What follows belongs to an exercise in optimizing a design on an open flow for small area, a short achievable clock period and few clock cycles per item; a production flow would make more cautious choices.
At most, simulation tests tie the RTL to the original design; equivalence was not proved.
The clock port is modelled as an ideal driver; clocking choices that lean on that would not hold on a real chip.
Power is estimated from default activity; no workload was simulated.

## 07-02
==> module afu_rd_predec, before the edit <==
module afu_rd_predec (
   input  logic [3-1:0]  i_pid,
   input  logic [1:0]             i_op,
   input  logic [4-1:0] i_addr,
   output logic                   o_rd,         
   output logic                   o_ahi0,       
   output logic                   o_ahi1,       
   output logic [3:0]             o_alo,        
   output logic [5-1:0] o_pid,     
   output logic                   o_null_pid    
);
   assign o_rd   = (i_op == 2'd0);
   assign o_ahi0 = (i_addr[3:2] == 2'd0);
   assign o_ahi1 = (i_addr[3:2] == 2'd1);
   for (genvar a = 0; a < 4; a++) begin : gen_alo
      assign o_alo[a] = (i_addr[1:0] == 2'(a));
   end
   for (genvar p = 0; p < 5; p++) begin : gen_pid
      assign o_pid[p] = (i_pid == 3'(p));
   end
   assign o_null_pid = (i_pid < 3'(5)) && (i_pid != 3'(1));
endmodule
==> module afu_rsp_slice, before the edit <==
module afu_rsp_slice #(
   parameter int LO = 0,      
   parameter int W  = 16      
) (
   input  logic                   i_clk,
   input  logic [2*4-1:0] i_word_sel,
   input  logic                   i_cnt_sel,
   input  logic                   i_hdr_sel,
   input  logic [3-1:0]  i_pid,
   input  logic [2*4*64-1:0] i_word,    
   input  logic [16-1:0] i_cnt,
   output logic [W-1:0]           o_rdata
);
   localparam logic [64-1:0] HDR_ID  = {{(64-12){1'b0}}, 12'h014};
   localparam logic [64-1:0] HDR_PID = {{(64-16){1'b0}}, 4'b0111, 12'h000};
   logic [W-1:0] rdata;
   always_comb begin
      rdata = '0;
      for (int b = 0; b < W; b++) begin
         for (int k = 0; k < 2*4; k++)
            rdata[b] = rdata[b] | (i_word[k*64 + LO + b] & i_word_sel[k]);
         if (LO + b < 16)
            rdata[b] = rdata[b] | (i_cnt[(LO + b) % 16] & i_cnt_sel);
         if (HDR_ID[LO + b])
            rdata[b] = rdata[b] | i_hdr_sel;
         if (HDR_PID[LO + b])
            rdata[b] = rdata[b] | (i_hdr_sel & i_pid[(LO + b - 12) % 3]);
      end
   end
   always_ff @(posedge i_clk) begin
      o_rdata <= rdata;
   end
endmodule
==> module afu_rsp_result, before the edit <==
module afu_rsp_result (
   input  logic                   i_clk,
   input  logic                   i_arst_n,
   input  logic                   i_req,
   input  logic [3-1:0]  i_pid,
   input  logic [1:0]             i_op,
   input  logic [4-1:0] i_addr,
   input  logic [2*4-1:0] i_word_vld,
   input  logic [2*4*64-1:0] i_word,    
   input  logic [16-1:0] i_cnt,
   output logic                   o_ack,
   output logic [64-1:0] o_rdata
);
   localparam int SW = 16;
   always_ff @(posedge i_clk or negedge i_arst_n) begin
      if (!i_arst_n) o_ack <= 1'b0;
      else           o_ack <= i_req;
   end
   for (genvar s = 0; s < 64 / SW; s++) begin : gen_slice
      logic                      rd;
      logic                      ahi0;
      logic                      ahi1;
      logic [3:0]                alo;
      logic [5-1:0] pid;
      logic                      null_pid;
      logic [2*4-1:0] word_sel;
      logic                      cnt_sel;
      logic                      hdr_sel;
      afu_rd_predec u_predec (
         .i_pid      (i_pid),
         .i_op       (i_op),
         .i_addr     (i_addr),
         .o_rd       (rd),
         .o_ahi0     (ahi0),
         .o_ahi1     (ahi1),
         .o_alo      (alo),
         .o_pid      (pid),
         .o_null_pid (null_pid)
      );
      for (genvar p = 0; p < 5; p++) begin : gen_port
         if (p == 1) begin : gen_lb
            for (genvar a = 0; a < 4; a++) begin : gen_word
               afu_and5 u_sel (
                  .i_a (rd),
                  .i_b (ahi0),
                  .i_c (alo[a]),
                  .i_d (pid[p]),
                  .i_e (i_word_vld[4+a]),
                  .o_y (word_sel[4+a])
               );
            end
         end else begin : gen_null
            localparam int S = (p == 0) ? 0 : p - 1;
            afu_and5 u_sel (
               .i_a (rd),
               .i_b (ahi0),
               .i_c (alo[4'h1]),
               .i_d (pid[p]),
               .i_e (i_word_vld[S]),
               .o_y (word_sel[S])
            );
         end
      end
      afu_and4 u_cnt_sel (
         .i_a (rd),
         .i_b (ahi1),
         .i_c (alo[4'h4 & 4'h3]),
         .i_d (pid[1]),
         .o_y (cnt_sel)
      );
      afu_and4 u_hdr_sel (
         .i_a (rd),
         .i_b (ahi0),
         .i_c (alo[4'h0]),
         .i_d (null_pid),
         .o_y (hdr_sel)
      );
      afu_rsp_slice #(
         .LO (s * SW),
         .W  (SW)
      ) u_slice (
         .i_clk      (i_clk),
         .i_word_sel (word_sel),
         .i_cnt_sel  (cnt_sel),
         .i_hdr_sel  (hdr_sel),
         .i_pid      (i_pid),
         .i_word     (i_word),
         .i_cnt      (i_cnt),
         .o_rdata    (o_rdata[s*SW +: SW])
      );
   end
endmodule
export LEC_CHECK = 0
export CAP_MARGIN = 20
export CORE_MARGIN = 2
export CORE_UTILIZATION = 65
export CTS_CLUSTER_DIAMETER = 100
export CTS_CLUSTER_SIZE = 30
export PLACE_DENSITY = 0.75
export SETUP_SLACK_MARGIN = 2.1
export SLEW_MARGIN = 20
export SYNTH_HIERARCHICAL = 1
create_clock -name core_clock -period 4.0 [get_ports {i_clk}]
standard.sh (not shown) runs the stock make flow with config.mk's settings and CLKGATE_MAP_FILE= SYNTH_SCRIPT=/design/flow/synth_recipe.tcl, a recipe that flattens the netlist after the stock synthesis.
==> flow/flow/run.sh <==
#!/bin/bash
set -euo pipefail
here=$(cd "$(dirname "${BASH_SOURCE[0]}")" && pwd)
export BUFFER_PORTS_ARGS="-buffer_cell sky130_fd_sc_hd__buf_2"
export POST_CTS_TCL="$here/post_cts.tcl"
bash standard.sh > standard.log 2>&1
==> flow/flow/post_cts.tcl <==
set block [ord::get_db_block]
set clk_net [$block findNet i_clk]
set removed 0
foreach it [$clk_net getITerms] {
  set inst [$it getInst]
  set master [[$inst getMaster] getName]
  if {![string match "sky130_fd_sc_hd__clkbuf_*" $master]} { continue }
  set out_net ""
  foreach oit [$inst getITerms] {
    if {[$oit isOutputSignal]} { set out_net [$oit getNet] }
  }
  if {$out_net eq ""} { continue }
  set loads {}
  set all_bufs 1
  foreach lit [$out_net getITerms] {
    if {[$lit getInst] eq $inst} { continue }
    lappend loads $lit
    if {![string match "sky130_fd_sc_hd__clkbuf_*" [[[$lit getInst] getMaster] getName]]} { set all_bufs 0 }
  }
  set port_pins [expr {[llength [$clk_net getITerms]] - 1 + [llength $loads]}]
  if {!$all_bufs || $port_pins > 4 || [llength [$out_net getBTerms]] > 0} { continue }
  puts "post_cts: removing clock root buffer [$inst getName] ($master), port now drives $port_pins pins"
  foreach lit $loads {
    $lit disconnect
    $lit connect $clk_net
  }
  $it disconnect
  odb::dbInst_destroy $inst
  odb::dbNet_destroy $out_net
  incr removed
  break
}
if {$removed} {
  estimate_parasitics -placement
  report_clock_skew
  report_worst_slack -max
  report_worst_slack -min
}
### 07-02 -> 09-23
-- flow/design.v --
<<< 07-02, line 162
   output logic [3:0]             o_alo,        
   output logic [5-1:0] o_pid,     
   output logic                   o_null_pid    
);
   assign o_rd   = (i_op == 2'd0);
>>> 09-23, line 162
   output logic [3:0]             o_alo,        
   output logic [5-1:0] o_pid,     
   output logic                   o_null_pid,   
   output logic [3-1:0]  o_null_pid_bit   
);
   assign o_rd   = (i_op == 2'd0);
<<< 07-02, line 174
   end
   assign o_null_pid = (i_pid < 3'(5)) && (i_pid != 3'(1));
endmodule
module afu_and5 (
>>> 09-23, line 175
   end
   assign o_null_pid = (i_pid < 3'(5)) && (i_pid != 3'(1));
   for (genvar b = 0; b < 3; b++) begin : gen_pid_bit
      assign o_null_pid_bit[b] = o_null_pid && i_pid[b];
   end
endmodule
module afu_and5 (
<<< 07-02, line 201
   input  logic [2*4-1:0] i_word_sel,
   input  logic                   i_cnt_sel,
   input  logic                   i_hdr_sel,
   input  logic [3-1:0]  i_pid,
   input  logic [2*4*64-1:0] i_word,    
   input  logic [16-1:0] i_cnt,
>>> 09-23, line 205
   input  logic [2*4-1:0] i_word_sel,
   input  logic                   i_cnt_sel,
   input  logic                   i_hdr_sel,        
   input  logic [3-1:0]  i_hdr_pid_sel,    
   input  logic [2*4*64-1:0] i_word,    
   input  logic [16-1:0] i_cnt,
<<< 07-02, line 220
            rdata[b] = rdata[b] | i_hdr_sel;
         if (HDR_PID[LO + b])
            rdata[b] = rdata[b] | (i_hdr_sel & i_pid[(LO + b - 12) % 3]);
      end
   end
>>> 09-23, line 224
            rdata[b] = rdata[b] | i_hdr_sel;
         if (HDR_PID[LO + b])
            rdata[b] = rdata[b] | i_hdr_pid_sel[(LO + b - 12) % 3];
      end
   end
<<< 07-02, line 240
   output logic [64-1:0] o_rdata
);
   localparam int SW = 16;
   always_ff @(posedge i_clk or negedge i_arst_n) begin
      if (!i_arst_n) o_ack <= 1'b0;
      else           o_ack <= i_req;
   end
   for (genvar s = 0; s < 64 / SW; s++) begin : gen_slice
      logic                      rd;
      logic                      ahi0;
>>> 09-23, line 244
   output logic [64-1:0] o_rdata
);
   localparam int NSL = 5;
   always_ff @(posedge i_clk or negedge i_arst_n) begin
      if (!i_arst_n) o_ack <= 1'b0;
      else           o_ack <= i_req;
   end
   for (genvar s = 0; s < NSL; s++) begin : gen_slice
      localparam int LO = (s < 2) ? 8 * s : 16 * (s - 1);
      localparam int SW = (s < 2) ? 8 : 16;
      logic                      rd;
      logic                      ahi0;
<<< 07-02, line 252
      logic [5-1:0] pid;
      logic                      null_pid;
      logic [2*4-1:0] word_sel;
      logic                      cnt_sel;
>>> 09-23, line 258
      logic [5-1:0] pid;
      logic                      null_pid;
      logic [3-1:0]     null_pid_bit;
      logic [3-1:0]     hdr_pid_sel;
      logic [2*4-1:0] word_sel;
      logic                      cnt_sel;
<<< 07-02, line 264
         .o_alo      (alo),
         .o_pid      (pid),
         .o_null_pid (null_pid)
      );
      for (genvar p = 0; p < 5; p++) begin : gen_port
>>> 09-23, line 272
         .o_alo      (alo),
         .o_pid      (pid),
         .o_null_pid (null_pid),
         .o_null_pid_bit (null_pid_bit)
      );
      for (genvar p = 0; p < 5; p++) begin : gen_port
<<< 07-02, line 304
         .o_y (hdr_sel)
      );
      afu_rsp_slice #(
         .LO (s * SW),
         .W  (SW)
      ) u_slice (
>>> 09-23, line 313
         .o_y (hdr_sel)
      );
      for (genvar b = 0; b < 3; b++) begin : gen_hdr_pid
         afu_and4 u_hdr_pid_sel (
            .i_a (rd),
            .i_b (ahi0),
            .i_c (alo[4'h0]),
            .i_d (null_pid_bit[b]),
            .o_y (hdr_pid_sel[b])
         );
      end
      afu_rsp_slice #(
         .LO (LO),
         .W  (SW)
      ) u_slice (
<<< 07-02, line 312
         .i_cnt_sel  (cnt_sel),
         .i_hdr_sel  (hdr_sel),
         .i_pid      (i_pid),
         .i_word     (i_word),
         .i_cnt      (i_cnt),
         .o_rdata    (o_rdata[s*SW +: SW])
      );
   end
>>> 09-23, line 330
         .i_cnt_sel  (cnt_sel),
         .i_hdr_sel  (hdr_sel),
         .i_hdr_pid_sel (hdr_pid_sel),
         .i_word     (i_word),
         .i_cnt      (i_cnt),
         .o_rdata    (o_rdata[LO +: SW])
      );
   end
### Flow results
Taking 07-02 as the reference, in 09-23 global-route wire length before repair went up; maximum frequency went up; static leakage did not really move; number of cells in the design after placement went up.
Looking at 07-02 and 09-23, the met3 track demand over resource is a wash.
Required time of the critical path: 09-23 vs 07-02, no meaningful difference
Against 07-02, 09-23 reports a power that is higher.
Total wirelength of the detailed-routed design (09-23 over 07-02): increase, 1300 um
[compare] base=07-02 new=09-23: clock share of power shows an increase of 0.2 points, worst setup slack shows an increase of 0.0095 ns, total die area shows an increase of 1.4%.
Compared 09-23 vs 07-02, and detailed route wirelength on metal2 is up in 09-23.
Testbench counts of 09-23, summed over its fixed seeds: cycles 6,400, items 3,200.
For 07-02, only the layout was checked, not whether the RTL still works.

==> afterwards: timing with drivers on the ports <==
No port has a modelled driver above. Below, the same layouts with a new extraction and two added sets of constraints.
Step 1 sets driving cells, clkbuf_16 on the clock port and buf_2 on the other inputs (assumed; they add their load-dependent delay and slew).
Step 2 adds t to the input delays and takes it off the output delays; t is the mean of the earliest and latest rising clock arrival at the registers after step 1. Input paths then give back, and output paths get back, about the clock's delay inside the block.
Slacks: no drivers / after step 1 / after step 2; pairs: no drivers / after step 1.
run | t, ns | slack for setup (ns) | hold WS [ns] | worst setup path at the end | slew at the worst register clock pin (ns)
07-02 | 0.512 | 2.126 / 2.092 / 1.591 | 0.434 / 0.390 / 0.474 | input to register | 0.11 / 0.11
09-23 | 0.524 | 2.136 / 2.150 / 1.660 | 0.412 / 0.370 / 0.474 | input to register | 0.11 / 0.11
After both steps every run listed still meets setup and hold. The setup slack of 07-02, which loses most, moves by -0.034 ns with the drivers and by -0.535 ns with both steps.
